From an optimization exercise on the open Yosys and OpenROAD flow, aimed at small area, a short achievable clock period and few clock cycles per item; shortcuts taken in it are not production practice.
No functional check of the RTL was part of any run shown here.
No activity file was given, so power comes from the tool's default toggle rates.

## design/flow/config.mk

```make
export PLATFORM = sky130hd
export DESIGN_NAME = stream_record_player
export DESIGN_NICKNAME = stream_record_player
export VERILOG_FILES = /design/flow/design.v
export SDC_FILE = /design/flow/constraint.sdc
export NUM_CORES = 4
export LEC_CHECK = 0
export CAP_MARGIN = 20
export CORE_MARGIN = 2
export CORE_UTILIZATION = 40
export SLEW_MARGIN = 20
```

## design/flow/run.sh

```bash
#!/bin/bash
# synth_recipe.tcl (not shown) runs the flow's synth.tcl, then flattens the netlist and writes it again
# the make line also repeats each setting of config.mk as NAME=value (left out here)
make -C /OpenROAD-flow-scripts/flow DESIGN_CONFIG=/design/flow/config.mk WORK_HOME=/design/flow/orfs CLKGATE_MAP_FILE= SYNTH_SCRIPT=/design/flow/synth_recipe.tcl finish
```

## design/flow/constraint.sdc

```tcl
create_clock -name core_clock -period 5.0 [get_ports {clk}]
set_input_delay 1.0000 -clock core_clock [delete_from_list [all_inputs] [get_ports {clk}]]
set_output_delay 1.0000 -clock core_clock [all_outputs]
set_load 0.01 [all_outputs]
```

## design/flow/design.v

```verilog
module stream_record_player #(
    parameter int DATA_WIDTH = 8,
    parameter int ADDR_WIDTH = 8
) (
    input  logic                  clk,
    input  logic                  reset,
    input  logic                  record,
    input  logic                  play,
    input  logic                  loop,
    input  logic [DATA_WIDTH-1:0] in_data,
    input  logic                  in_valid,
    input  logic                  in_last,
    output logic                  in_ready,
    output logic [DATA_WIDTH-1:0] out_data,
    output logic                  out_valid,
    output logic                  out_last,
    input  logic                  out_ready,
    output logic [ADDR_WIDTH:0]   stored_len,
    output logic                  overflow,
    output logic                  busy
);
    localparam int                  DEPTH    = 1 << ADDR_WIDTH;
    localparam int                  SPB      = 3;                   
    localparam int                  SP       = 1 << SPB;            
    localparam int                  NTAP     = DEPTH / SP;
    localparam int                  TB       = ADDR_WIDTH - SPB;    
    localparam int                  DL       = SP;                  
    localparam int                  FB       = 3;                   
    localparam int                  FD       = 1 << FB;
    localparam logic [ADDR_WIDTH:0] PTR_ONE  = {{ADDR_WIDTH{1'b0}}, 1'b1};
    localparam logic [ADDR_WIDTH:0] LAST_IDX = {1'b0, {ADDR_WIDTH{1'b1}}};
    localparam logic [ADDR_WIDTH-1:0] PH_START = ADDR_WIDTH'(SP - 2);
    logic loop_req;
    assign loop_req = loop;
    logic                   rec_cap, rec_done;
    logic                   rec_cap_n, rec_done_n;
    logic                   play_run, play_done;
    logic                   play_run_n, play_done_n;
    logic                   rec_idle, play_idle;
    logic [ADDR_WIDTH:0]    wr_ptr;      
    logic                   in_accept;
    logic                   out_hs;
    logic                   cap_start;
    logic                   cap_end;
    logic                   has_data;    
    assign rec_idle  = !rec_cap && !rec_done;
    assign play_idle = !play_run && !play_done;
    assign in_ready  = rec_cap;
    assign in_accept = in_valid & rec_cap;
    assign out_hs    = out_valid & out_ready;
    always_comb begin
        rec_cap_n  = 1'b0;
        rec_done_n = 1'b0;
        if (record) begin
            if (rec_idle) begin
                rec_cap_n = play_idle;
            end else if (rec_cap) begin
                if (in_accept && (in_last || (wr_ptr == LAST_IDX))) rec_done_n = 1'b1;
                else rec_cap_n = 1'b1;
            end else begin
                rec_done_n = 1'b1;
            end
        end
    end
    assign cap_start = !rec_cap && rec_cap_n;
    assign cap_end   = rec_cap && !rec_cap_n;
    always_comb begin
        play_run_n  = 1'b0;
        play_done_n = 1'b0;
        if (play) begin
            if (play_idle) begin
                if (!record && !rec_cap) begin
                    play_run_n  = has_data;
                    play_done_n = !has_data;
                end
            end else if (play_run) begin
                if (out_hs && out_last && !loop_req) play_done_n = 1'b1;
                else play_run_n = 1'b1;
            end else begin
                play_done_n = 1'b1;
            end
        end
    end
    always_ff @(posedge clk or posedge reset) begin
        if (reset) begin
            rec_cap    <= 1'b0;
            rec_done   <= 1'b0;
            play_run   <= 1'b0;
            play_done  <= 1'b0;
            busy       <= 1'b0;
            wr_ptr     <= '0;
            stored_len <= '0;
            has_data   <= 1'b0;
            overflow   <= 1'b0;
        end else begin
            rec_cap   <= rec_cap_n;
            rec_done  <= rec_done_n;
            play_run  <= play_run_n;
            play_done <= play_done_n;
            busy      <= rec_cap_n || rec_done_n || play_run_n || play_done_n;
            if (cap_start) begin
                wr_ptr   <= '0;
                overflow <= 1'b0;
            end else if (in_accept) begin
                wr_ptr <= wr_ptr + PTR_ONE;
            end
            if (cap_end) begin
                stored_len <= wr_ptr + {{ADDR_WIDTH{1'b0}}, in_accept};
                has_data   <= (wr_ptr != '0) || in_accept;
                if (in_accept && (wr_ptr == LAST_IDX) && !in_last) overflow <= 1'b1;
            end
        end
    end
    logic                   cap_start_d;
    logic                   flush_d;
    always_ff @(posedge clk or posedge reset) begin
        if (reset) begin
            cap_start_d <= 1'b0;
            flush_d     <= 1'b0;
        end else begin
            cap_start_d <= cap_start;
            flush_d     <= cap_start || (play_run && !play);
        end
    end
    logic [ADDR_WIDTH-1:0]  phase;
    always_ff @(posedge clk) begin
        phase <= cap_start ? PH_START : phase + 1'b1;
    end
    logic [DATA_WIDTH-1:0]  dl_data [DL];
    logic [SPB-1:0]         dl_tag  [DL];
    logic [DL-1:0]          dl_v;
    logic [DL-1:0]          dl_v_n;
    always_ff @(posedge clk) begin
        dl_data[0] <= in_data;
        dl_tag[0]  <= wr_ptr[SPB-1:0];
        for (int i = 1; i < DL; i++) begin
            dl_data[i] <= dl_data[i-1];
            dl_tag[i]  <= dl_tag[i-1];
        end
    end
    assign dl_v_n = {dl_v[DL-2:0] & {(DL-1){!cap_start_d}}, in_accept};
    always_ff @(posedge clk or posedge reset) begin
        if (reset) dl_v <= '0;
        else       dl_v <= dl_v_n;
    end
    logic [ADDR_WIDTH:0]    wcnt;        
    logic [SPB-1:0]         wcnt_n;
    logic [ADDR_WIDTH-1:0]  wpos;        
    logic [DL-1:0]          wmatch;      
    logic [DL-1:0]          wmatch_n;
    logic [DATA_WIDTH-1:0]  wdata;
    logic                   wr_en;
    logic [NTAP-1:0]        wtap;
    always_comb begin
        wdata = '0;
        for (int i = 0; i < DL; i++) wdata = wdata | ({DATA_WIDTH{wmatch[i]}} & dl_data[i]);
    end
    assign wr_en = (|wmatch) && (wpos[SPB-1:0] == '0);
    always_comb begin
        for (int j = 0; j < NTAP; j++) wtap[j] = wr_en && (wpos[ADDR_WIDTH-1:SPB] == TB'(j));
    end
    assign wcnt_n = cap_start_d ? '0 : (wcnt[SPB-1:0] + {{(SPB-1){1'b0}}, wr_en});
    always_comb begin
        wmatch_n[0] = in_accept && (wr_ptr[SPB-1:0] == wcnt_n);
        for (int i = 1; i < DL; i++)
            wmatch_n[i] = dl_v_n[i] && (dl_tag[i-1] == wcnt_n);
    end
    always_ff @(posedge clk or posedge reset) begin
        if (reset) begin
            wcnt   <= '0;
            wmatch <= '0;
        end else begin
            wmatch <= wmatch_n;
            if (cap_start_d)  wcnt <= '0;
            else if (wr_en)   wcnt <= wcnt + PTR_ONE;
        end
    end
    always_ff @(posedge clk) begin
        if (cap_start_d)  wpos <= phase + 2'd2;
        else if (!wr_en)  wpos <= wpos + 1'b1;
    end
    logic [DATA_WIDTH-1:0]  ring [DEPTH];
    logic [DATA_WIDTH-1:0]  tap  [NTAP];
    always_ff @(posedge clk) begin
        for (int p = 0; p < DEPTH; p++) begin
            if ((p % SP) == 0 && wtap[p / SP])
                ring[p] <= wdata;
            else
                ring[p] <= ring[(p + DEPTH - 1) % DEPTH];
        end
    end
    always_comb begin
        for (int j = 0; j < NTAP; j++) tap[j] = ring[j * SP];
    end
    logic [ADDR_WIDTH:0]    nfp;         
    logic [ADDR_WIDTH:0]    dav;         
    logic [ADDR_WIDTH-1:0]  rpos;        
    logic                   fetch;
    logic                   flast;
    logic                   avail;
    logic                   restart;
    logic [DATA_WIDTH-1:0]  rdata;
    logic [FB:0]            fcnt;
    logic [FB-1:0]          fwp, frp;
    logic [DATA_WIDTH:0]    fmem [FD];
    logic                   pop;
    assign rdata = tap[rpos[ADDR_WIDTH-1:SPB]];
    assign avail   = (dav != '0) && (!rec_cap || (dav[ADDR_WIDTH:1] != '0));
    assign flast   = !rec_cap && (nfp == stored_len);
    assign fetch   = avail && (rpos[SPB-1:0] == '0) && (!fcnt[FB] || pop) && !flush_d;
    assign restart = flush_d || (fetch && flast);
    always_ff @(posedge clk or posedge reset) begin
        if (reset) begin
            nfp  <= PTR_ONE;
            dav  <= '0;
            fcnt <= '0;
            fwp  <= '0;
            frp  <= '0;
        end else begin
            if (restart)    nfp <= PTR_ONE;
            else if (fetch) nfp <= nfp + PTR_ONE;
            if (cap_start_d)  dav <= '0;
            else if (restart) dav <= wcnt + {{ADDR_WIDTH{1'b0}}, wr_en};
            else              dav <= dav + {{ADDR_WIDTH{1'b0}}, wr_en} - {{ADDR_WIDTH{1'b0}}, fetch};
            if (flush_d) begin
                fcnt <= '0;
                fwp  <= '0;
                frp  <= '0;
            end else begin
                if (fetch) fwp <= fwp + 1'b1;
                if (pop)   frp <= frp + 1'b1;
                fcnt <= fcnt + {{FB{1'b0}}, fetch} - {{FB{1'b0}}, pop};
            end
        end
    end
    always_ff @(posedge clk) begin
        if (restart)     rpos <= phase + 1'b1;
        else if (!fetch) rpos <= rpos + 1'b1;
    end
    always_ff @(posedge clk) begin
        if (fetch) fmem[fwp] <= {flast, rdata};
    end
    assign pop = play_run_n && (!out_valid || out_ready) && (fcnt != '0) && !flush_d;
    always_ff @(posedge clk or posedge reset) begin
        if (reset) begin
            out_valid <= 1'b0;
            out_last  <= 1'b0;
        end else begin
            if (!play_run_n || flush_d) begin
                out_valid <= 1'b0;
                out_last  <= 1'b0;
            end else if (!out_valid || out_ready) begin
                out_valid <= (fcnt != '0);
                out_last  <= (fcnt != '0) && fmem[frp][DATA_WIDTH];
            end
        end
    end
    always_ff @(posedge clk) begin
        if (pop) out_data <= fmem[frp][DATA_WIDTH-1:0];
    end
endmodule
```

==> results of run 1 <==
## cell families (layout without fill, tap and decap cells)
family                     after synthesis  count (layout)  share of synthesized area, %
DFF                                   2318            2318                          83.3
muxes                                   74              74                          1.76
other                                    0               2                             0
and+or+nand+nor                        687             687                          5.69
buffers and inverters                  191             516                          1.47
xor gates and xnor gates                92              92                          1.41
AOI/OAI and AO/OA                      509             509                          5.43
adders and majority gates               40              40                         0.899
## worst max-delay path: cells and delay by family, from the launching register on
family	cells	cell delay (ns)
simple gates	3	1.77
flops	1	0.70
compound gates	3	0.99
## per-layer routing
metal	track usage, %	vias to the layer above
met1	23.6	13500
li1	-	13400
met4	6.93	2
met2	25.7	639
met3	3.32	214
met5	0	-
## area by class of cell
cell class | instances | area, um^2 | share of cell area (%)
tap | 1890 | 2360 | 3.54
antenna | 2 | 5.00 | 0.00749
timing repair buffer | 101 | 865 | 1.29
multi-input combinational | 1402 | 8770 | 13.1
sequential | 2318 | 47800 | 71.5
inverter | 43 | 163 | 0.244
clock inverter | 83 | 1020 | 1.52
clock buffer | 289 | 5840 | 8.74
## registers in the layout (all words and copies together), names as in the netlist, 9 cells and up
signal      count
fmem           72
dl_data        64
wr_ptr          9
wcnt            9
dl_tag         21
ring         2048
nfp             9
dav             9
stored_len      9
## path summary, 6_finish.rpt
path                                         to  slack (ns)  cells past startpoint                start
max                        fmem[0][3]$_DFFE_PP_        1.20                      6    rpos[4]$_DFFE_PP_
min                         ring[23][1]$_DFF_P_        0.31                      0  ring[22][1]$_DFF_P_
max reg2reg                fmem[0][3]$_DFFE_PP_        1.20                      6    rpos[4]$_DFFE_PP_
min reg2reg                 ring[23][1]$_DFF_P_        0.31                      0  ring[22][1]$_DFF_P_
max in group asynchronous      dav[3]$_DFF_PP0_        3.35                      3                reset
min in group asynchronous     dl_v[0]$_DFF_PP0_        0.68                      2                reset
## stage by stage
stage	total power (uW)	instances	setup WS [ns]	hold slack (ns)	area, um^2
floorplan	24400	3911	0.738	0.310	57300
global placement	26700	5750	0.682	0.309	59900
detailed placement	26800	5750	0.730	0.312	59900
CTS	42400	6122	1.26	0.304	66700
global route	43700	6126	1.08	0.304	66800
finish	42100	6128	1.20	0.308	66800
## where the power goes
part	switching (uW)	internal, uW
registers	1130	20700
clock network	6660	9030
logic	3090	1460
total	10900	31200
## cells in the mapped netlist, types with 5 or more instances
library cell  number  area (um^2)
nor4_2             7         87.6
a21oi_1          295         1480
nor2_1           392         1470
a221oi_1           5         43.8
or3_1             11         68.8
ha_1              38          475
mux2i_1           32          320
a22o_1            15          131
dfxtp_1         2141        42900
a211oi_1          10         75.1
a31oi_1            9         56.3
nand3b_1           8         60.1
and3_1            12         75.1
nor4b_1            6         52.6
o21ai_0           27          135
mux2_2            23          259
or2_2              5         31.3
a311oi_1           6         52.6
buf_2             59          295
buf_1              9         33.8
clkbuf_1          68          255
mux4_2            19          428
buf_4              7         52.6
nor3b_1            7         52.6
inv_1             41          154
a22oi_1           67          503
nor3_1            28          140
o22ai_1            5         31.3
and4_1             9         78.8
nand2_1           62          233
nand2b_1          15         93.8
a32oi_1           17          149
nor2_2             5         31.3
nand4_1           21          131
nor4_1             7         43.8
xnor2_1           53          464
xor2_1            39          342
nand3_1           48          240
edfxtp_1          96         2880
nor2b_1           21          131
dfrtp_1           80         2000
o31ai_1            5         37.5
==> run summary, run 1 <==
status no timing/DRC/antenna violations; Ys Warns 5; Total Negative Setup Slacks 0 ns; FFs w/ async S/R, synth roughly 3.5%; GRT Overall Usage between 10% and 20%; Die H roughly 380 um; register area share after synthesis ~83%; Post-DRT Antenna Nets 0; syn avg cell area 14.7 um^2; Main synth FF type dfxtp_1; Post-CTS Hold Fix Bufs 0; Post-synth EDFFs 96; Synth Register Bits between 2000 and 2500; # DRC 0; crit path kind reg2reg; startpoint types flop; top routing layer in use met5; core area around 140000 um^2; Initial Utilization roughly two fifths; Netlist cell types 85; clock sinks 2318; first-pass detailed-route iteration total 5; Mapped Cells between 3000 and 4000; final setup vio count 0; post-layout utilization of the core between 40 and 50%; slowest stage delay, CP between 0.9 and 1 ns; Worst Hold Class reg2reg; post-cts gate resize count 0; unrepaired setup endpoints after global routing no; Die Wd ~380 um; commonest cells after routing, fill and taps aside 2141 x dfxtp_1, 391 x nor2_1, 295 x a21oi_1; Worst-Margin Slew ~1.1 ns; syn_nets 3967; min cycle time layout between 3 and 4 ns; M1 WL 59300 um; # fillers between 10000 and 15000; GR Overflow Total 0; number of global-route vias before repair 27200; routed vias approximately 28000; WL/cell approximately 20 um; io pins 38; DRT iter0 DRCs ~1700; TritonCTS clock tree done; max_slew headroom between 20% and 30%; crit end category flop; global-route wire length before repair around 180000 um; H-tree depth 4; max cap viols 0; Setup Skew roughly 0.025 ns; port bufs 37; maximum achievable frequency about 260 MHz; Syn Std Cell Area 57300 um^2; Tcrit/Tclk final between 70 and 80%; Slew Viols, Final 0; routed wl met3 around 6000 um; Die ar. 146000 um^2; antenna violations before repair 19; post-DP HPWL between 80000 and 90000 um; CTS root buf clkbuf_16; Clock Latency Late Sink ~0.81 ns; Total Wirelength 124000 um; clk buf depth 3; slowest CP cell nor3_1; most common cell after layout, fill and taps aside dfxtp_1; CP Cell Sequence nand2b_1 > nor3_1 > a22oi_1 > nand3_1 > a311oi_1 > a21oi_1; share of cells above drive strength 1 around 11%; # Post-CTS Setup Buffers 0; row count 138; Vias per Instance ~4.5; Req. time, crit path 5.47 ns; DR WL met2 54100 um; Leak around 0.026 uW; Max VDD drop 0.370 mV; PwrDens between 600 and 700 nW/um^2; gp weighted congestion 0.958; Layout Nets 4124; cts bufs inserted about 200; largest fanout on the critical path 17; Syn-to-layout area delta 16.5%; Final Hold Fails 0; worst path arrival time between 4 and 5 ns; largest net degree at the start of global routing 51; register clock-pin slew on the reported worst setup and hold paths approximately 0.070 ns
==> run 2: changes to the inputs <==
--- a/design/flow/config.mk
+++ b/design/flow/config.mk
@@ -10,2 +10,3 @@
 export CORE_UTILIZATION = 40
+export SETUP_SLACK_MARGIN = 2.6
 export SLEW_MARGIN = 20
==> run summary, run 2 <==
status no timing/DRC/antenna violations; Total Wirelength 128000 um; flop2flop setup slack 1.92 ns; startpoint types flop; largest family of logic cells by synthesized area simple AND/OR/NAND/NOR gates; Worst Hold Class reg2reg; Clock Latency Late Sink ~0.8 ns; clk buf depth 3; CTS root buf clkbuf_16; Area contributors post-synth dfxtp_1 75%, edfxtp_1 5.0%, dfrtp_1 3.5%; Total Negative Setup Slacks 0 ns; Worst Hold Depth 0; most common cell after layout, fill and taps aside dfxtp_1; placed cells approximately 5800; TritonCTS clock tree done; post-DP HPWL 83200 um; largest fanout on the critical path 3; gp weighted congestion between 0.9 and 1; max_slew headroom a little over a third; Post-synth EDFFs 96; routed vias 28600; final setup vio count 0; Yosys top cell by area dfxtp_1; Tcrit/Tclk final between 60% and 70%; number of global-route vias before repair between 20000 and 30000; Vias per Instance about 4.5; Post-Synth Simple-Gate Area under 10%; worst path arrival time around 3.8 ns; Ys Warns 5; Final Power between 40000 and 50000 uW; Clock power frac a little over a third; WL/cell slightly above 20 um; Post-CTS Hold Fix Bufs 0; Post-Synth Adder-Cell Area less than 1%; Leak about 0.028 uW; worst-case reg-to-reg path depth 17; xor and xnor area share after synthesis under 10%; crit end category flop; crit path kind reg2reg; Final Hold Fails 0; Die H between 300 and 400 um; Max VDD drop ~0.47 mV; unrepaired setup endpoints after global routing yes; Die ar. roughly 150000 um^2; GRT Overall Usage between 15 and 20%; fin cells approximately 6300; Die Wd roughly 380 um; Mapped Cells between 3000 and 4000; Largest register FFs a little over 2000; min cycle time layout about 3.1 ns; first-pass detailed-route iteration total 5; sw frac 25.9%; Worst-Margin Slew ~0.97 ns; Req. time, crit path 5.67 ns; Worst Min Path Start ring[193][1]$_DFF_P_; Netlist cell types 85; antenna violations before repair 13; syn avg cell area approximately 15 um^2; FF-to-FF End dav[8]$_DFF_PP0_; Largest Register ring; area share of the largest cell type after synthesis roughly three quarters; FFs w/ async S/R, synth under 10%; register clock-pin slew on the reported worst setup and hold paths about 0.070 ns; register area share after synthesis around 83%; Main synth FF type dfxtp_1; Internal Dissipation between 30000 and 40000 uW; final instance area 70100 um^2; row count 138; largest net degree at the start of global routing 44; max cap viols 0; Slew Viols, Final 0; r2r startpoint dav[6]$_DFF_PP0_; port bufs 37; top-count cell post-synth dfxtp_1; commonest cells after routing, fill and taps aside 2141 x dfxtp_1, 370 x nor2_1, 283 x a21oi_1; H-tree depth 4; PwrDens roughly 630 nW/um^2; io pins 38; most frequent cells after synthesis 2141 x dfxtp_1, 392 x nor2_1, 295 x a21oi_1, 96 x edfxtp_1, 80 x dfrtp_1; Synth Area in Compound Gates between 5 and 6%; proportion of synthesized area in mux cells between 1.5 and 2%; DRT iter0 DRCs 1716; proportion of power drawn by combinational gates about 14%; core area between 100000 and 150000 um^2; Worst Setup SP dav[6]$_DFF_PP0_; Top Registers ring (2048), fmem (72), dl_data (64); maximum achievable frequency approximately 320 MHz; cts bufs inserted 201; Syn Std Cell Area around 57000 um^2; placed inst area approximately 60000 um^2; Post-DRT Antenna Nets 0; Synth Register Bits between 2000 and 2500; GR Overflow Total 0; WHS Endpoint ring[194][1]$_DFF_P_; Seq pwr share about half; share of cells above drive strength 1 between 15 and 20%; Initial Utilization between 40% and 50%; WHS between 0.3 and 0.4 ns; clock sinks about 2300; Syn-to-layout area delta 22.3%; P_sw approximately 11000 uW; Setup Skew 0.0214 ns; global-route wire length before repair between 150000 and 200000 um; # DRC 0; syn_nets slightly below 4000; Layout Nets around 4300
## run 2: timing repair
item	4_1_cts	5_1_grt
pin swaps	73	61
setup endpoints to repair	406	231
buffers inserted	108	49
gates resized for setup	321	95
cloned	4	2
## run 2: worst max path at each step
| stage | end | slack (ns) |
|---|---|---|
| floorplan | dav[8]$_DFF_PP0_ | 1.12 |
| global placement | dav[8]$_DFF_PP0_ | 0.73 |
| detailed placement | dav[8]$_DFF_PP0_ | 0.75 |
| CTS | dav[8]$_DFF_PP0_ | 1.88 |
| global route | dav[8]$_DFF_PP0_ | 1.70 |
| finish | dav[8]$_DFF_PP0_ | 1.92 |
## run 2: cell type report
| cell class | instances | area, um^2 |
|---|---|---|
| timing repair buffer | 264 | 2570 |
| sequential | 2318 | 47800 |
| fill | 12000 | 71900 |
| antenna | 6 | 15.0 |
| clock buffer | 301 | 6080 |
| tap | 1890 | 2360 |
| inverter | 43 | 185 |
| multi-input combinational | 1403 | 10100 |
| clock inverter | 73 | 1000 |
## run 2: kinds of logic after synthesis
logic type | after synthesis
AOI/OAI and AO/OA | 509
xor gates and xnor gates | 92
adders and majority gates | 40
buffers and inverters | 191
DFF | 2318
muxes | 74
and+or+nand+nor | 687
## run 2: power by group through the flow
stage               clock (uW)  combinational [uW]  sequential, uW
floorplan                    0                3010           21600
global route             17100                6560           22000
detailed placement           0                4640           22300
finish                   16100                6190           21800
CTS                      16400                5790           21800
global placement             0                4620           22200
## run 2: metal layers
metal / vias to the layer above / wire (um) / GRT usage (%)
li1: 13700 / - / -
met1: 14100 / 60700 / 24.2
met2: 648 / 57400 / 26.9
met3: 205 / 5910 / 3.03
met4: 0 / 3910 / 6.30
met5: - / 0 / 0
## run 2: worst max-delay path: stages, from the launching register on
cell	delay [ns]
dfrtp_1	0.39
inv_2	0.09
ha_4	0.12
nor4b_4	0.17
nand3_1	0.08
and4b_2	0.26
o21ai_4	0.08
nor2_4	0.07
ha_4	0.28
inv_4	0.03
ha_4	0.15
fa_2	0.35
nor2b_4	0.14
o211ai_1	0.23
a311oi_1	0.13
nor2_1	0.13
xnor2_1	0.15
a211oi_2	0.09
## run 2: per-stage QoR
step                      setup WS, ns  utilization [%]
final                             1.92             49.4
after global routing              1.70             49.4
after CTS                         1.88             48.7
after detailed placement         0.754             42.4
after global placement           0.729             42.4
after floorplan                   1.12                -
==> run 3: changes to the inputs <==
--- a/design/flow/design.v
+++ b/design/flow/design.v
@@ -117,4 +117,4 @@
         if (reset) begin
-            cap_start_d <= 1'b0;
-            flush_d     <= 1'b0;
+            cap_start_d <= 1'b1;
+            flush_d     <= 1'b1;
         end else begin
@@ -168,10 +168,8 @@
     always_ff @(posedge clk or posedge reset) begin
-        if (reset) begin
-            wcnt   <= '0;
-            wmatch <= '0;
-        end else begin
-            wmatch <= wmatch_n;
-            if (cap_start_d)  wcnt <= '0;
-            else if (wr_en)   wcnt <= wcnt + PTR_ONE;
-        end
+        if (reset) wmatch <= '0;
+        else       wmatch <= wmatch_n;
+    end
+    always_ff @(posedge clk) begin
+        if (cap_start_d)  wcnt <= '0;
+        else if (wr_en)   wcnt <= wcnt + PTR_ONE;
     end
@@ -194,5 +192,6 @@
     end
+    logic [ADDR_WIDTH:0]    nf;          
     logic [ADDR_WIDTH:0]    nfp;         
-    logic [ADDR_WIDTH:0]    dav;         
     logic [ADDR_WIDTH-1:0]  rpos;        
+    logic                   fetch_ok;    
     logic                   fetch;
@@ -200,5 +199,6 @@
     logic                   avail;
-    logic                   restart;
+    logic                   room;
     logic [DATA_WIDTH-1:0]  rdata;
     logic [FB:0]            fcnt;
+    logic [FB:0]            fcnt_up, fcnt_dn;
     logic [FB-1:0]          fwp, frp;
@@ -207,11 +207,23 @@
     assign rdata = tap[rpos[ADDR_WIDTH-1:SPB]];
-    assign avail   = (dav != '0) && (!rec_cap || (dav[ADDR_WIDTH:1] != '0));
-    assign flast   = !rec_cap && (nfp == stored_len);
-    assign fetch   = avail && (rpos[SPB-1:0] == '0) && (!fcnt[FB] || pop) && !flush_d;
-    assign restart = flush_d || (fetch && flast);
-    always_ff @(posedge clk or posedge reset) begin
-        if (reset) begin
+    assign avail    = (nf != wcnt) && (!rec_cap || (nfp != wcnt));
+    assign flast    = !rec_cap && (nfp == stored_len);
+    assign fetch_ok = avail && (rpos[SPB-1:0] == '0) && !flush_d;
+    assign room     = !fcnt[FB] || pop;
+    assign fetch    = fetch_ok && room;
+    assign fcnt_up  = fcnt + 1'b1;
+    assign fcnt_dn  = fcnt - 1'b1;
+    always_ff @(posedge clk or posedge reset) begin
+        if (reset) begin
+            fcnt <= '0;
+        end else if (flush_d) begin
+            fcnt <= '0;
+        end else if (fetch != pop) begin
+            fcnt <= fetch ? fcnt_up : fcnt_dn;
+        end
+    end
+    always_ff @(posedge clk) begin
+        if (flush_d) begin
+            nf   <= '0;
             nfp  <= PTR_ONE;
-            dav  <= '0;
-            fcnt <= '0;
+            rpos <= phase + 1'b1;
             fwp  <= '0;
@@ -219,21 +231,17 @@
         end else begin
-            if (restart)    nfp <= PTR_ONE;
-            else if (fetch) nfp <= nfp + PTR_ONE;
-            if (cap_start_d)  dav <= '0;
-            else if (restart) dav <= wcnt + {{ADDR_WIDTH{1'b0}}, wr_en};
-            else              dav <= dav + {{ADDR_WIDTH{1'b0}}, wr_en} - {{ADDR_WIDTH{1'b0}}, fetch};
-            if (flush_d) begin
-                fcnt <= '0;
-                fwp  <= '0;
-                frp  <= '0;
+            if (fetch) begin
+                if (flast) begin
+                    nf   <= '0;
+                    nfp  <= PTR_ONE;
+                    rpos <= phase + 1'b1;
+                end else begin
+                    nf   <= nfp;
+                    nfp  <= nfp + PTR_ONE;
+                end
             end else begin
-                if (fetch) fwp <= fwp + 1'b1;
-                if (pop)   frp <= frp + 1'b1;
-                fcnt <= fcnt + {{FB{1'b0}}, fetch} - {{FB{1'b0}}, pop};
-            end
-        end
-    end
-    always_ff @(posedge clk) begin
-        if (restart)     rpos <= phase + 1'b1;
-        else if (!fetch) rpos <= rpos + 1'b1;
+                rpos <= rpos + 1'b1;
+            end
+            if (fetch) fwp <= fwp + 1'b1;
+            if (pop)   frp <= frp + 1'b1;
+        end
     end
==> run summary, run 3 <==
most frequent cells after synthesis 2177 x dfxtp_1, 302 x nor2_1, 209 x a21oi_1, 142 x nand2_1, 110 x a22oi_1; Post-DRT Antenna Nets 0; DRT iter0 DRCs approximately 1900; Largest Register ring; crit end category flop; Post-CTS Hold Fix Bufs 0; CP Cell Sequence buf_12 > or3b_4 > buf_6 > nor2_4 > a22o_1 > a221oi_2 > nand4_1 > o22a_4; io pins 38; largest fanout on the critical path 8; gp weighted congestion roughly 0.9; GRT Overall Usage between 10% and 20%; Req. time, crit path 5.51 ns; commonest cells after routing, fill and taps aside 2164 x dfxtp_1, 260 x nor2_1, 204 x clkbuf_16; r2r startpoint rpos[4]$_DFFE_PP_; Worst Min Path Start ring[189][0]$_DFF_P_; FF-to-FF End fmem[5][2]$_DFFE_PP_; Setup Skew ~0.042 ns; Netlist cell types 84; startpoint types flop; worst path arrival time between 3 and 4 ns; global-route wire length before repair about 180000 um; H-tree depth 4; first-pass detailed-route iteration total 5; max cap viols 0; top-count cell post-synth dfxtp_1; Slew Viols, Final 0; routed vias 28200; slowest stage delay, CP ~0.47 ns; fin cells 6191; Vias per Instance between 4 and 5; row count about 140; largest net degree at the start of global routing about 50; core area around 140000 um^2; placed inst area around 59000 um^2; cts bufs inserted roughly 200; register clock-pin slew on the reported worst setup and hold paths around 0.070 ns; Total Negative Setup Slacks 0 ns; Post-synth EDFFs 96; GR Overflow Total 0; WL/cell 20.8 um; Layout Nets around 4200; Die Wd ~380 um; slowest CP cell edfxtp_1; DR WL met2 57700 um; placed cells between 5000 and 6000; CTS root buf clkbuf_16; Total Wirelength ~130000 um; unrepaired setup endpoints after global routing yes; max_slew headroom between 40% and 50%; clock sinks 2321; PwrDens slightly above 600 nW/um^2; Storage cell area ~48000 um^2; Synth Register Bits 2321; # DRC 0; Tcrit/Tclk final approximately half; final setup vio count 0; antenna violations before repair 13; share of cells above drive strength 1 19.6%; Syn Std Cell Area between 50000 and 60000 um^2; flop2flop setup slack 2.42 ns; Worst Hold Depth 0; TritonCTS clock tree done; min cycle time layout between 2 and 3 ns; register area share after synthesis a little over four fifths; Worst Hold Class reg2reg; routed wl met3 between 5000 and 6000 um; Die H between 300 and 400 um; clk buf depth 3; maximum achievable frequency 388 MHz; status no timing/DRC/antenna violations; area share of the largest cell type after synthesis ~77%; WHS Endpoint ring[190][0]$_DFF_P_; number of global-route vias before repair roughly 27000; syn avg cell area 14.8 um^2; worst-case reg-to-reg path depth 8; crit path kind reg2reg; # fillers roughly 12000; FFs w/ async S/R, synth ~2.1%; Leak 0.0269 uW; Top Registers ring (2048), fmem (72), dl_data (64); syn_nets roughly 3900; most common cell after layout, fill and taps aside dfxtp_1; Final Hold Fails 0; Main synth FF type dfxtp_1; Clock Latency Late Sink slightly above 0.8 ns; area of the multi-input gates ~9400 um^2; Syn-to-layout area delta 22.0%; post-DP HPWL ~86000 um; Yosys top cell by area dfxtp_1; M1 WL between 60000 and 70000 um; Max VDD drop 0.340 mV; Ys Warns 5; Worst-Margin Slew about 0.88 ns; final instance area ~70000 um^2; Die ar. ~140000 um^2; Initial Utilization 40.4%; Mapped Cells between 3000 and 4000; port bufs 37; top routing layer in use met4; Largest register FFs between 2000 and 2500; Area contributors post-synth dfxtp_1 77%, edfxtp_1 5.1%, dfrtp_1 2.0%
[run 3: cell count changes in the layout (fill, tap and decap cells not counted), sizes merged, moves of 19 or more]
cell	change
o21ai	+70
a22oi	+43
dfxtp	+36
dfrtp	-34
nor2	-89
a21oi	-81
ha	-19
nand2	+80
[run 3: metal layers]
metal / global-route usage (%) / up-vias
li1: - / 13400
met1: 24.6 / 13900
met2: 27.2 / 616
met3: 3.01 / 241
met4: 6.98 / 0
met5: 0 / -
[run 3: cell type report]
| type | instances | area share [%] |
|---|---|---|
| tap | 1876 | 3.40 |
| sequential | 2321 | 69.2 |
| antenna | 4 | 0.0145 |
| clock inverter | 76 | 1.60 |
| multi-input combinational | 1333 | 13.6 |
| inverter | 31 | 0.194 |
| timing repair buffer | 258 | 3.63 |
| clock buffer | 292 | 8.41 |
[run 3: where the power goes]
group,internal (uW),leakage (uW),total (uW),switching (uW)
Sequential,20100,0.0191,21000,861
Combinational,1940,0.00435,5000,3060
Clock,9070,0.00340,15700,6670
Total,31100,0.0269,41700,10600
[run 3: how the worst max path moves through the flow]
| stage | from | depth (start not counted) | end | slack [ns] |
|---|---|---|---|---|
| global placement | record | 9 | fmem[5][6]$_DFFE_PP_ | 1.17 |
| CTS | rec_cap$_DFF_PP0_ | 11 | stored_len[8]$_DFFE_PP0P_ | 2.39 |
| finish | rpos[4]$_DFFE_PP_ | 8 | fmem[5][2]$_DFFE_PP_ | 2.42 |
| floorplan | loop | 10 | fcnt[1]$_DFFE_PP0P_ | 1.97 |
| detailed placement | record | 9 | fmem[5][7]$_DFFE_PP_ | 1.13 |
| global route | rpos[0]$_DFFE_PP_ | 14 | fmem[3][2]$_DFFE_PP_ | 2.32 |
[run 3: metrics by stage]
| stage | worst slack, ns | hold slack (ns) | total power [uW] | util [%] |
|---|---|---|---|---|
| floorplan | 1.97 | 0.310 | 23100 | - |
| global placement | 1.17 | 0.310 | 25000 | 42.2 |
| detailed placement | 1.13 | 0.312 | 25000 | 42.2 |
| CTS | 2.39 | 0.293 | 41700 | 48.7 |
| global route | 2.32 | 0.304 | 43200 | 49.3 |
| finish | 2.42 | 0.293 | 41700 | 49.3 |
[run 3: logic make-up after synthesis]
| logic type | after synthesis | synth area share, % |
|---|---|---|
| muxes | 50 | 1.32 |
| AOI/OAI and AO/OA | 499 | 5.46 |
| xor gates and xnor gates | 97 | 1.50 |
| adders and majority gates | 20 | 0.456 |
| and+or+nand+nor | 665 | 5.58 |
| DFF | 2321 | 84.3 |
| buffers and inverters | 166 | 1.35 |
[run 3: critical path, delay by kind of cell (launching register included)]
family	cells	cell delay [ns]
buffers and inverters	2	0.30
flip-flops	1	0.47
AO/OA/AOI/OAI	3	0.87
AND/OR/NAND/NOR	3	0.63
[run 3: what timing repair did]
action | CTS | global route
buffers inserted | 122 | 46
cloned | 4 | 3
endpoints found under the setup margin | 450 | 285
resized for setup | 330 | 121
pin swaps | 77 | 58
==> run 4: changes to the inputs <==
--- a/design/flow/config.mk
+++ b/design/flow/config.mk
@@ -7,2 +7,3 @@
 export LEC_CHECK = 0
+export ABC_CLOCK_PERIOD_IN_PS = 2000
 export CAP_MARGIN = 20
@@ -10,3 +11,3 @@
 export CORE_UTILIZATION = 40
-export SETUP_SLACK_MARGIN = 2.6
+export SETUP_SLACK_MARGIN = 2.9
 export SLEW_MARGIN = 20
==> run summary, run 4 <==
routed vias about 29000; Area contributors post-synth dfxtp_1 77%, edfxtp_1 5.1%, dfrtp_1 2.0%; Setup Skew 0.0320 ns; Total Negative Setup Slacks 0 ns; Ys Warns 5; Storage cell area ~48000 um^2; Die ar. between 100000 and 150000 um^2; Post-Synth Adder-Cell Area less than 1%; Synth Area in Compound Gates under 10%; most frequent cells after synthesis 2177 x dfxtp_1, 302 x nor2_1, 209 x a21oi_1, 142 x nand2_1, 110 x a22oi_1; Post-synth EDFFs between 90 and 100; gp weighted congestion approximately 0.9; CP Cell Sequence buf_12 > buf_12 > nand2_8 > nor3_1 > buf_4 > a32oi_1 > nand4_1 > a211oi_2 > a21oi_1 > buf_4; top-count cell post-synth dfxtp_1; Post-DRT Antenna Nets 0; first-pass detailed-route iteration total 5; Worst Hold Class reg2reg; clock sinks 2321; max cap viols 0; proportion of synthesized area in mux cells under 10%; Buf+Inv Stages, Crit Path 4; status no timing/DRC/antenna violations; Netlist cell types 84; crit end category flop; DRT iter0 DRCs ~2100; max_slew headroom a little over a third; register clock-pin slew on the reported worst setup and hold paths about 0.07 ns; Mapped Cells between 3000 and 4000; largest net degree at the start of global routing just over 40; syn avg cell area roughly 15 um^2; Worst-Margin Slew slightly below 1 ns; Die H ~380 um; Worst path top cell family by delay compound AO/OA/AOI/OAI gates; number of global-route vias before repair roughly 28000; final setup vio count 0; register area share after synthesis 84.3%; GR Overflow Total 0; WHS 0.306 ns; CTS root buf clkbuf_16; Post-Synth Simple-Gate Area around 5.6%; Placement Setup Slack between 1 and 1.5 ns; antenna violations before repair 10; Vias per Instance 4.65; share of cells above drive strength 1 between 20 and 30%; port bufs 37; syn_nets 3854; startpoint types flop; Layout Nets around 4300; # fillers 11500; PwrDens a little under 600 nW/um^2; Die Wd approximately 380 um; Clock Latency Late Sink about 0.8 ns; Yosys top cell by area dfxtp_1; WL/cell about 22 um; H-tree depth 4; Largest Register ring; Main synth FF type dfxtp_1; slowest CP cell edfxtp_1; largest fanout on the critical path 12; worst path arrival time a little over 3 ns; xor and xnor area share after synthesis roughly 1.5%; Slew Viols, Final 0; row count ~140; unrepaired setup endpoints after global routing yes; post-DP HPWL between 80000 and 90000 um; maximum achievable frequency 393 MHz; global-route wire length before repair 192000 um; min cycle time layout ~2.5 ns; commonest cells after routing, fill and taps aside 2158 x dfxtp_1, 212 x clkbuf_16, 152 x buf_4; Syn-to-layout area delta 28.0%; Synth Register Bits around 2300; Top Registers ring (2048), fmem (72), dl_data (64); Initial Utilization 40.4%; area share of the largest cell type after synthesis between 70 and 80%; core area ~140000 um^2; FFs w/ async S/R, synth 2.07%; TritonCTS clock tree done; cts bufs inserted ~200; crit path kind reg2reg; Req. time, crit path around 5.5 ns; Largest register FFs ~2000; area of the multi-input gates about 11000 um^2; io pins 38; Leak roughly 0.028 uW; GRT Overall Usage 18.4%; PnR worst setup slack between 2 and 2.5 ns; Total Wirelength ~140000 um; slowest stage delay, CP approximately 0.42 ns; clk buf depth 3; Syn Std Cell Area between 50000 and 60000 um^2; Tcrit/Tclk final between 50% and 60%; Max VDD drop 0.313 mV; # DRC 0; most common cell after layout, fill and taps aside dfxtp_1; largest family of logic cells by synthesized area simple AND/OR/NAND/NOR gates; Final Hold Fails 0
run 4: report_power, final:
group	internal [uW]	switching, uW
combinational	2510	3680
clock	8600	6750
sequential	20100	848
total	31300	11300
run 4: kinds of logic (layout without fill, tap and decap cells):
family / after synthesis / after routing
mux: 50 / 50
simple gates: 665 / 673
other cells: 0 / 2
compound gates: 499 / 500
flops: 2321 / 2321
buf+inv: 166 / 756
fa+ha+maj: 20 / 20
xor+xnor: 97 / 97
run 4: worst paths after layout:
path | start | depth (start not counted) | to | slack [ns]
max in group asynchronous | reset | 3 | fcnt[3]$_DFFE_PP0P_ | 3.71
max reg2reg | rpos[5]$_DFFE_PP_ | 10 | fmem[0][5]$_DFFE_PP_ | 2.46
min reg2reg | ring[52][4]$_DFF_P_ | 0 | ring[53][4]$_DFF_P_ | 0.31
min | ring[52][4]$_DFF_P_ | 0 | ring[53][4]$_DFF_P_ | 0.31
min in group asynchronous | reset | 2 | wmatch[2]$_DFF_PP0_ | 0.49
max | rpos[5]$_DFFE_PP_ | 10 | fmem[0][5]$_DFFE_PP_ | 2.46
run 4: final cells by class:
cell class | instances | share of cell area [%]
Clock inverter | 95 | 1.44
Sequential cell | 2321 | 66.0
Timing Repair inverter | 1 | 0.0104
Inverter | 31 | 0.213
Antenna cell | 2 | 0.00692
Tap cell | 1876 | 3.25
Clock buffer | 276 | 7.83
Timing Repair Buffer | 353 | 5.63
Multi-Input combinational cell | 1340 | 15.6
run 4: repair_timing:
action / in CTS / in global routing
gates cloned: 18 / 19
pin swaps: 93 / 154
gates resized for setup: 497 / 604
setup endpoints to repair: 500 / 466
setup buffers: 176 / 68
hold buffers: 0 / 0
run 4: through the flow:
stage	instance area [um^2]	utilization [%]	cells	power, uW
2_1_floorplan	56800	-	3818	23100
3_3_place_gp	59100	42.3	5641	25100
3_5_place_dp	59200	42.3	5641	25100
4_1_cts	69300	49.6	6206	41900
5_1_grt	72300	51.7	6293	43900
6_report	72300	51.7	6295	42500
run 4: metal layers:
metal	vias up	global-route usage, %	share of wire (%)
met3	251	3.39	5.1
met4	0	6.24	3.4
li1	13700	-	-
met1	14600	25.4	46
met2	770	29.1	46
met5	-	0	0
==> run 5: changes to the inputs <==
--- a/design/flow/design.v
+++ b/design/flow/design.v
@@ -27,4 +27,4 @@
     localparam int                  DL       = SP;                  
-    localparam int                  FB       = 3;                   
-    localparam int                  FD       = 1 << FB;
+    localparam int                  FD       = 9;                   
+    localparam int                  FB       = $clog2(FD);          
     localparam logic [ADDR_WIDTH:0] PTR_ONE  = {{ADDR_WIDTH{1'b0}}, 1'b1};
@@ -201,4 +201,4 @@
     logic [DATA_WIDTH-1:0]  rdata;
-    logic [FB:0]            fcnt;
-    logic [FB:0]            fcnt_up, fcnt_dn;
+    logic [FB-1:0]          fcnt;
+    logic [FB-1:0]          fcnt_up, fcnt_dn;
     logic [FB-1:0]          fwp, frp;
@@ -206,2 +206,6 @@
     logic                   pop;
+    logic                   fready;      
+    logic [DATA_WIDTH:0]    rreg;
+    logic                   rinfl;
+    logic [FB-1:0]          fwp_d;
     assign rdata = tap[rpos[ADDR_WIDTH-1:SPB]];
@@ -210,3 +214,3 @@
     assign fetch_ok = avail && (rpos[SPB-1:0] == '0) && !flush_d;
-    assign room     = !fcnt[FB] || pop;
+    assign room     = (fcnt != FB'(FD)) || pop;
     assign fetch    = fetch_ok && room;
@@ -243,10 +247,17 @@
             end
-            if (fetch) fwp <= fwp + 1'b1;
-            if (pop)   frp <= frp + 1'b1;
-        end
-    end
-    always_ff @(posedge clk) begin
-        if (fetch) fmem[fwp] <= {flast, rdata};
-    end
-    assign pop = play_run_n && (!out_valid || out_ready) && (fcnt != '0) && !flush_d;
+            if (fetch) fwp <= (fwp == FB'(FD - 1)) ? '0 : fwp + 1'b1;
+            if (pop)   frp <= (frp == FB'(FD - 1)) ? '0 : frp + 1'b1;
+        end
+    end
+    assign fready = (fcnt[FB-1:1] != '0) || (fcnt[0] && !rinfl);
+    always_ff @(posedge clk or posedge reset) begin
+        if (reset) rinfl <= 1'b0;
+        else       rinfl <= fetch;
+    end
+    always_ff @(posedge clk) begin
+        rreg  <= {flast, rdata};
+        fwp_d <= fwp;
+        if (rinfl) fmem[fwp_d] <= rreg;
+    end
+    assign pop = play_run_n && (!out_valid || out_ready) && fready && !flush_d;
     always_ff @(posedge clk or posedge reset) begin
@@ -260,4 +271,4 @@
             end else if (!out_valid || out_ready) begin
-                out_valid <= (fcnt != '0);
-                out_last  <= (fcnt != '0) && fmem[frp][DATA_WIDTH];
+                out_valid <= fready;
+                out_last  <= fready && fmem[frp][DATA_WIDTH];
             end
--- a/design/flow/config.mk
+++ b/design/flow/config.mk
@@ -7,3 +7,2 @@
 export LEC_CHECK = 0
-export ABC_CLOCK_PERIOD_IN_PS = 2000
 export CAP_MARGIN = 20
@@ -11,3 +10,3 @@
 export CORE_UTILIZATION = 40
-export SETUP_SLACK_MARGIN = 2.9
+export SETUP_SLACK_MARGIN = 2.7
 export SLEW_MARGIN = 20
==> run summary, run 5 <==
maximum achievable frequency roughly 380 MHz; Worst Setup SP rec_cap$_DFF_PP0_; Post-DRT Antenna Nets 0; Synth Register Bits around 2300; worst-case reg-to-reg path depth 11; r2r startpoint rec_cap$_DFF_PP0_; largest net degree at the start of global routing 50; Tcrit/Tclk final a little over half; H-tree depth 4; number of global-route vias before repair 27600; area share of the largest cell type after synthesis between 70% and 80%; max_slew headroom 30.3%; Total Wirelength roughly 130000 um; clock sinks between 2000 and 2500; Seq pwr share 49.9%; Clock Latency Late Sink 0.82 ns; crit path kind reg2reg; io pins 38; most frequent cells after synthesis 2193 x dfxtp_1, 322 x nor2_1, 229 x a21oi_1, 139 x nand2_1, 116 x clkbuf_1; Layout Nets between 4000 and 5000; Worst Hold Class reg2reg; GRT Overall Usage between 10% and 20%; Total Negative Setup Slacks 0 ns; Top Registers ring (2048), fmem (81), dl_data (64); Largest Register ring; Ys Warns 5; PwrDens 612 nW/um^2; Syn Std Cell Area about 57000 um^2; antenna violations before repair 13; post-DP HPWL 82800 um; largest fanout on the critical path 3; Req. time, crit path about 5.7 ns; crit end category flop; final setup vio count 0; unrepaired setup endpoints after global routing yes; core area roughly 140000 um^2; final instance area just under 70000 um^2; Leak approximately 0.027 uW; min cycle time layout ~2.6 ns; Largest register FFs 2048; port bufs 37; Clock power frac between 30% and 40%; TritonCTS clock tree done; proportion of power drawn by combinational gates a little under an eighth; cts bufs inserted 203; row count 138; Die Wd 382 um; FFs w/ async S/R, synth ~2.1%; global-route wire length before repair roughly 180000 um; WL/cell a little over 20 um; commonest cells after routing, fill and taps aside 2180 x dfxtp_1, 284 x nor2_1, 219 x a21oi_1; Area contributors post-synth dfxtp_1 77%, edfxtp_1 5.5%, nor2_1 2.1%; Setup Skew between 0.03 and 0.04 ns; Syn-to-layout area delta 21.4%; Final Power approximately 42000 uW; Post-synth EDFFs between 100 and 150; worst path arrival time ~3.4 ns; routed vias between 20000 and 30000; register clock-pin slew on the reported worst setup and hold paths about 0.060 ns; most common cell after layout, fill and taps aside dfxtp_1; clk buf depth 3; register area share after synthesis 84.5%; Max VDD drop roughly 0.36 mV; Vias per Instance between 4 and 5; sw frac 25.4%; flop2flop setup slack between 2 and 2.5 ns; syn avg cell area ~15 um^2; FF-to-FF End nfp[7]$_SDFFE_PP0P_; Worst Setup EP nfp[7]$_SDFFE_PP0P_; CTS root buf clkbuf_16; startpoint types flop; status no timing/DRC/antenna violations; Slew Viols, Final 0; syn_nets 3928; Die H about 380 um; max cap viols 0; share of cells above drive strength 1 approximately 18%; gp weighted congestion around 0.95; Yosys top cell by area dfxtp_1; Worst-Margin Slew around 1.0 ns; Netlist cell types 67; Final Hold Fails 0; top-count cell post-synth dfxtp_1; first-pass detailed-route iteration total 5; Internal Dissipation between 30000 and 40000 uW; P_sw between 10000 and 15000 uW; Post-CTS Hold Fix Bufs 0; DRT iter0 DRCs roughly 2400; Main synth FF type dfxtp_1; Initial Utilization between 40% and 50%; placed inst area between 50000 and 60000 um^2; GR Overflow Total 0; # fillers 11900; # DRC 0; Die ar. 146000 um^2; Mapped Cells 3890
-- run 5: cell count changes after synthesis, moves of 10 or more --
cell,change
clkbuf_1,+70
nand3_1,-10
a21oi_1,+20
buf_4,-10
a31oi_1,+10
buf_2,-44
o21ai_0,+12
a221oi_1,+15
dfxtp_1,+16
nor2_1,+20
mux2i_1,+18
a22oi_1,-35
-- run 5: logic make-up after synthesis --
family,share of synthesized area [%]
AO/OA/AOI/OAI,5.44
XOR/XNOR,1.47
adder cells (fa/ha/maj),0.495
buffers and inverters,1.18
flip-flops,84.5
multiplexers,1.50
AND/OR/NAND/NOR,5.43
-- run 5: per-stage QoR --
stage	cells	hold slack (ns)	utilization [%]	setup WS [ns]
after floorplan	3890	0.310	-	1.93
after global placement	5717	0.310	42.1	1.02
after detailed placement	5717	0.312	42.1	1.02
after CTS	6212	0.307	48.4	2.44
after global routing	6260	0.316	48.9	2.32
final	6266	0.306	48.9	2.39
-- run 5: metal layers --
layer | track usage (%) | up-vias | routed length [um]
met2 | 25.9 | 802 | 55600
met4 | 6.53 | 0 | 4110
met3 | 3.21 | 217 | 7370
met1 | 24.9 | 14100 | 60600
met5 | 0 | - | 0
li1 | - | 13600 | -
-- run 5: area by class of cell --
class,count,area (um^2),area share [%]
Antenna cell,6,15.0,0.0216
Clock buffer,295,5970,8.61
Clock inverter,86,1160,1.68
Inverter,31,125,0.180
Multi-Input combinational cell,1372,9220,13.3
Sequential cell,2347,48300,69.6
Tap cell,1890,2360,3.41
Timing Repair Buffer,239,2200,3.18
-- run 5: worst min path at each step --
stage | from | to | slack, ns | cells after the start
6_report | ring[74][6]$_DFF_P_ | ring[75][6]$_DFF_P_ | 0.31 | 0
5_1_grt | ring[106][0]$_DFF_P_ | ring[107][0]$_DFF_P_ | 0.32 | 0
4_1_cts | ring[69][6]$_DFF_P_ | ring[70][6]$_DFF_P_ | 0.31 | 0
3_5_place_dp | ring[230][3]$_DFF_P_ | ring[231][3]$_DFF_P_ | 0.31 | 0
3_3_place_gp | ring[102][7]$_DFF_P_ | ring[103][7]$_DFF_P_ | 0.31 | 0
2_1_floorplan | ring[99][0]$_DFF_P_ | ring[100][0]$_DFF_P_ | 0.31 | 0
-- run 5: worst max-delay path, stage by stage (launching register included) --
cell and delay [ns]:
dfrtp_2 0.42, buf_6 0.12, nor2_2 0.09, a32o_1 0.18
or3b_4 0.43, buf_4 0.15, buf_6 0.11, a21o_4 0.21
nor3_4 0.22, inv_4 0.07, or4_4 0.42, a21oi_2 0.11
-- run 5: power by group through the flow --
stage | registers, uW | logic (uW) | clock network (uW)
floorplan | 21100 | 2270 | 0
global placement | 21700 | 3620 | 0
global route | 21300 | 5340 | 17300
detailed placement | 21700 | 3620 | 0
finish | 21200 | 5070 | 16200
CTS | 21200 | 4690 | 16500
-- run 5: timing repair --
item,4_1_cts,5_1_grt
gates cloned,4,2
pin swaps,50,63
buffers inserted,110,45
gates resized for setup,300,88
setup endpoints to repair,294,210
==> run 6: changes to the inputs <==
--- a/design/flow/design.v
+++ b/design/flow/design.v
@@ -27,3 +27,3 @@
     localparam int                  DL       = SP;                  
-    localparam int                  FD       = 9;                   
+    localparam int                  FD       = 10;                   
     localparam int                  FB       = $clog2(FD);          
@@ -214,3 +214,3 @@
     assign fetch_ok = avail && (rpos[SPB-1:0] == '0) && !flush_d;
-    assign room     = (fcnt != FB'(FD)) || pop;
+    assign room     = (fcnt != FB'(FD));
     assign fetch    = fetch_ok && room;
==> run summary, run 6 <==
Final Hold Fails 0; unrepaired setup endpoints after global routing yes; Setup Skew roughly 0.033 ns; Tcrit/Tclk final around 53%; register area share after synthesis 84.0%; WHS Endpoint ring[7][1]$_DFF_P_; most common cell after layout, fill and taps aside dfxtp_1; placed inst area approximately 60000 um^2; area of the multi-input gates ~9200 um^2; Syn Std Cell Area around 58000 um^2; final setup vio count 0; status no timing/DRC/antenna violations; H-tree depth 4; Syn-to-layout area delta 20.4%; Largest register FFs 2048; Top Registers ring (2048), fmem (90), dl_data (64); Placement Setup Slack 1.75 ns; Synth Register Bits about 2400; Mapped Cells slightly below 4000; Die ar. approximately 150000 um^2; largest fanout on the critical path 10; Total Wirelength about 130000 um; syn_nets around 4000; Largest Register ring; CTS root buf clkbuf_16; cts bufs inserted about 210; DRT iter0 DRCs about 2300; number of global-route vias before repair around 28000; Post-DRT Antenna Nets 0; GR Overflow Total 0; Area contributors post-synth dfxtp_1 76%, edfxtp_1 5.9%, a21oi_1 2.3%; Netlist cell types 83; FFs w/ async S/R, synth 2.08%; Die Wd 384 um; Worst Min Path Start ring[6][1]$_DFF_P_; # DRC 0; antenna violations before repair 15; Storage cell area 48600 um^2; top-count cell post-synth dfxtp_1; Clock Latency Late Sink 0.82 ns; GRT Overall Usage about 17%; PwrDens 622 nW/um^2; PnR worst setup slack ~2.4 ns; max_slew headroom between 20% and 30%; row count about 140; clk buf depth 3; TritonCTS clock tree done; io pins 38; Yosys top cell by area dfxtp_1; Total Negative Setup Slacks 0 ns; Worst Hold Class reg2reg; min cycle time layout 2.63 ns; Initial Utilization 40.3%; routed vias between 20000 and 30000; syn avg cell area ~15 um^2; crit path kind reg2reg; worst-case reg-to-reg path depth 9; largest net degree at the start of global routing 50; most frequent cells after synthesis 2193 x dfxtp_1, 327 x nor2_1, 268 x a21oi_1, 114 x edfxtp_1, 109 x nand2_1; clock sinks approximately 2400; maximum achievable frequency 381 MHz; FF-to-FF End rreg[3]$_DFF_P_; share of cells above drive strength 1 between 10% and 20%; Max VDD drop between 0.3 and 0.4 mV; post-DP HPWL 82400 um; Die H between 300 and 400 um; crit end category flop; first-pass detailed-route iteration total 7; Worst-Margin Slew about 1.1 ns; final instance area between 60000 and 70000 um^2; Ys Warns 5; commonest cells after routing, fill and taps aside 2174 x dfxtp_1, 305 x nor2_1, 264 x a21oi_1; area share of the largest cell type after synthesis 75.9%; worst path arrival time around 3.3 ns; Layout Nets around 4200; r2r startpoint rpos[4]$_DFFE_PP_; register clock-pin slew on the reported worst setup and hold paths roughly 0.070 ns; Req. time, crit path 5.64 ns; Leak 0.0272 uW; max cap viols 0; port bufs 37; flop2flop setup slack 2.37 ns; WL/cell approximately 21 um; Worst Hold Depth 0; gp weighted congestion 0.992; core area approximately 140000 um^2; global-route wire length before repair between 150000 and 200000 um; Slew Viols, Final 0; Vias per Instance 4.64; Post-synth EDFFs ~110; startpoint types flop; Main synth FF type dfxtp_1; # fillers 12200
## run 6: cell count changes after synthesis, sizes merged, moves of 23 or more
| cell | before | now |
|---|---|---|
| nand2 | 140 | 109 |
| nand3 | 41 | 64 |
| clkbuf | 116 | 90 |
| o21ai | 108 | 74 |
| buf | 26 | 67 |
| a21oi | 229 | 268 |
## run 6: how the worst max path moves through the flow
stage                                      to  slack, ns                start  cells past startpoint
after floorplan           wmatch[0]$_DFF_PP0_       2.49  wmatch[5]$_DFF_PP0_                     12
after global placement    fcnt[3]$_DFFE_PP0P_       1.87            out_ready                      8
after detailed placement  fcnt[3]$_DFFE_PP0P_       1.75            out_ready                      8
after CTS                     rreg[3]$_DFF_P_       2.42    rpos[5]$_DFFE_PP_                      8
after global routing      fcnt[3]$_DFFE_PP0P_       2.39    rpos[0]$_DFFE_PP_                     11
final                         rreg[3]$_DFF_P_       2.37    rpos[4]$_DFFE_PP_                      9
## run 6: cell families after synthesis
logic type | synth area share (%)
adder cells (fa/ha/maj) | 0.402
buffers and inverters | 1.39
flip-flops | 84.0
AO/OA/AOI/OAI | 5.51
XOR/XNOR | 1.51
multiplexers | 1.58
AND/OR/NAND/NOR | 5.65
## run 6: what timing repair did
item / in CTS / in global routing
buffers inserted: 74 / 52
pin swaps: 19 / 43
hold buffers: 0 / 0
gates resized for setup: 228 / 83
cloned: 2 / 1
endpoints found under the setup margin: 299 / 170
## run 6: power by group
part | internal [uW] | switching, uW
clock network | 9670 | 6780
registers | 20700 | 1060
logic | 1850 | 3170
## run 6: area by class of cell
cell class              count  area share (%)
well taps                1903            3.42
diodes                      3          0.0108
multi-input cells        1401            13.2
inverters                  32           0.200
flip-flops and latches   2356            69.9
repair buffers            204            2.84
clock inverters            96            1.71
clock buffers             289            8.78
## run 6: metal layers
metal  global-route usage, %  wire, um
met4                    7.20      4700
met1                    24.6     60100
met3                    3.11      8440
met2                    25.9     55800
met5                       0         0
## run 6: through the flow
step | hold WS (ns) | std cells | power (uW) | utilization, %
3_5_place_dp | 0.312 | 5767 | 26200 | 42.0
4_1_cts | 0.299 | 6228 | 43100 | 47.9
3_3_place_gp | 0.310 | 5767 | 26100 | 42.0
2_1_floorplan | 0.310 | 3946 | 24000 | -
6_report | 0.300 | 6284 | 43300 | 48.5
5_1_grt | 0.309 | 6281 | 44700 | 48.5
## run 6: critical path: stages, from the launching register on
cell and delay (ns):
edfxtp_1 0.43, buf_4 0.19, clkbuf_16 0.19, and3_4 0.19, buf_6 0.16, a22oi_2 0.21, nor2_1 0.07, a311oi_2 0.32
nand4_1 0.20, o32a_1 0.46

what the ideal ports hide:
No port has a modelled driver above. Below, the same layouts with a new extraction and two added sets of constraints. Step 1 assumes that a clkbuf_16 drives the clock port and a buf_2 every other input. Step 2 also shifts input and output timing later by t, the mid clock arrival at the registers, as if the neighbouring blocks saw the same clock. a / b / c = ideal ports / drivers / drivers and shift; a / b = the first two.
| run | shift t [ns] | setup WS [ns] | worst register clock-pin slew, ns | pins driven straight from the clock port |
|---|---|---|---|---|
| run 1 | 0.872 | 1.203 / 1.203 / 0.731 | 0.07 / 0.07 | 1 |
| run 2 | 0.876 | 1.915 / 1.915 / 1.120 | 0.07 / 0.07 | 1 |
| run 3 | 0.870 | 2.420 / 2.420 / 1.776 | 0.07 / 0.07 | 1 |
| run 4 | 0.875 | 2.458 / 2.458 / 1.729 | 0.07 / 0.07 | 1 |
| run 5 | 0.878 | 2.386 / 2.386 / 1.622 | 0.07 / 0.07 | 1 |
| run 6 | 0.879 | 2.374 / 2.374 / 1.795 | 0.07 / 0.07 | 1 |
After both steps setup and hold are still met in every run listed. For run 2, which loses most, drivers alone change the setup slack by 0.000 ns; drivers and shift together by -0.795 ns.
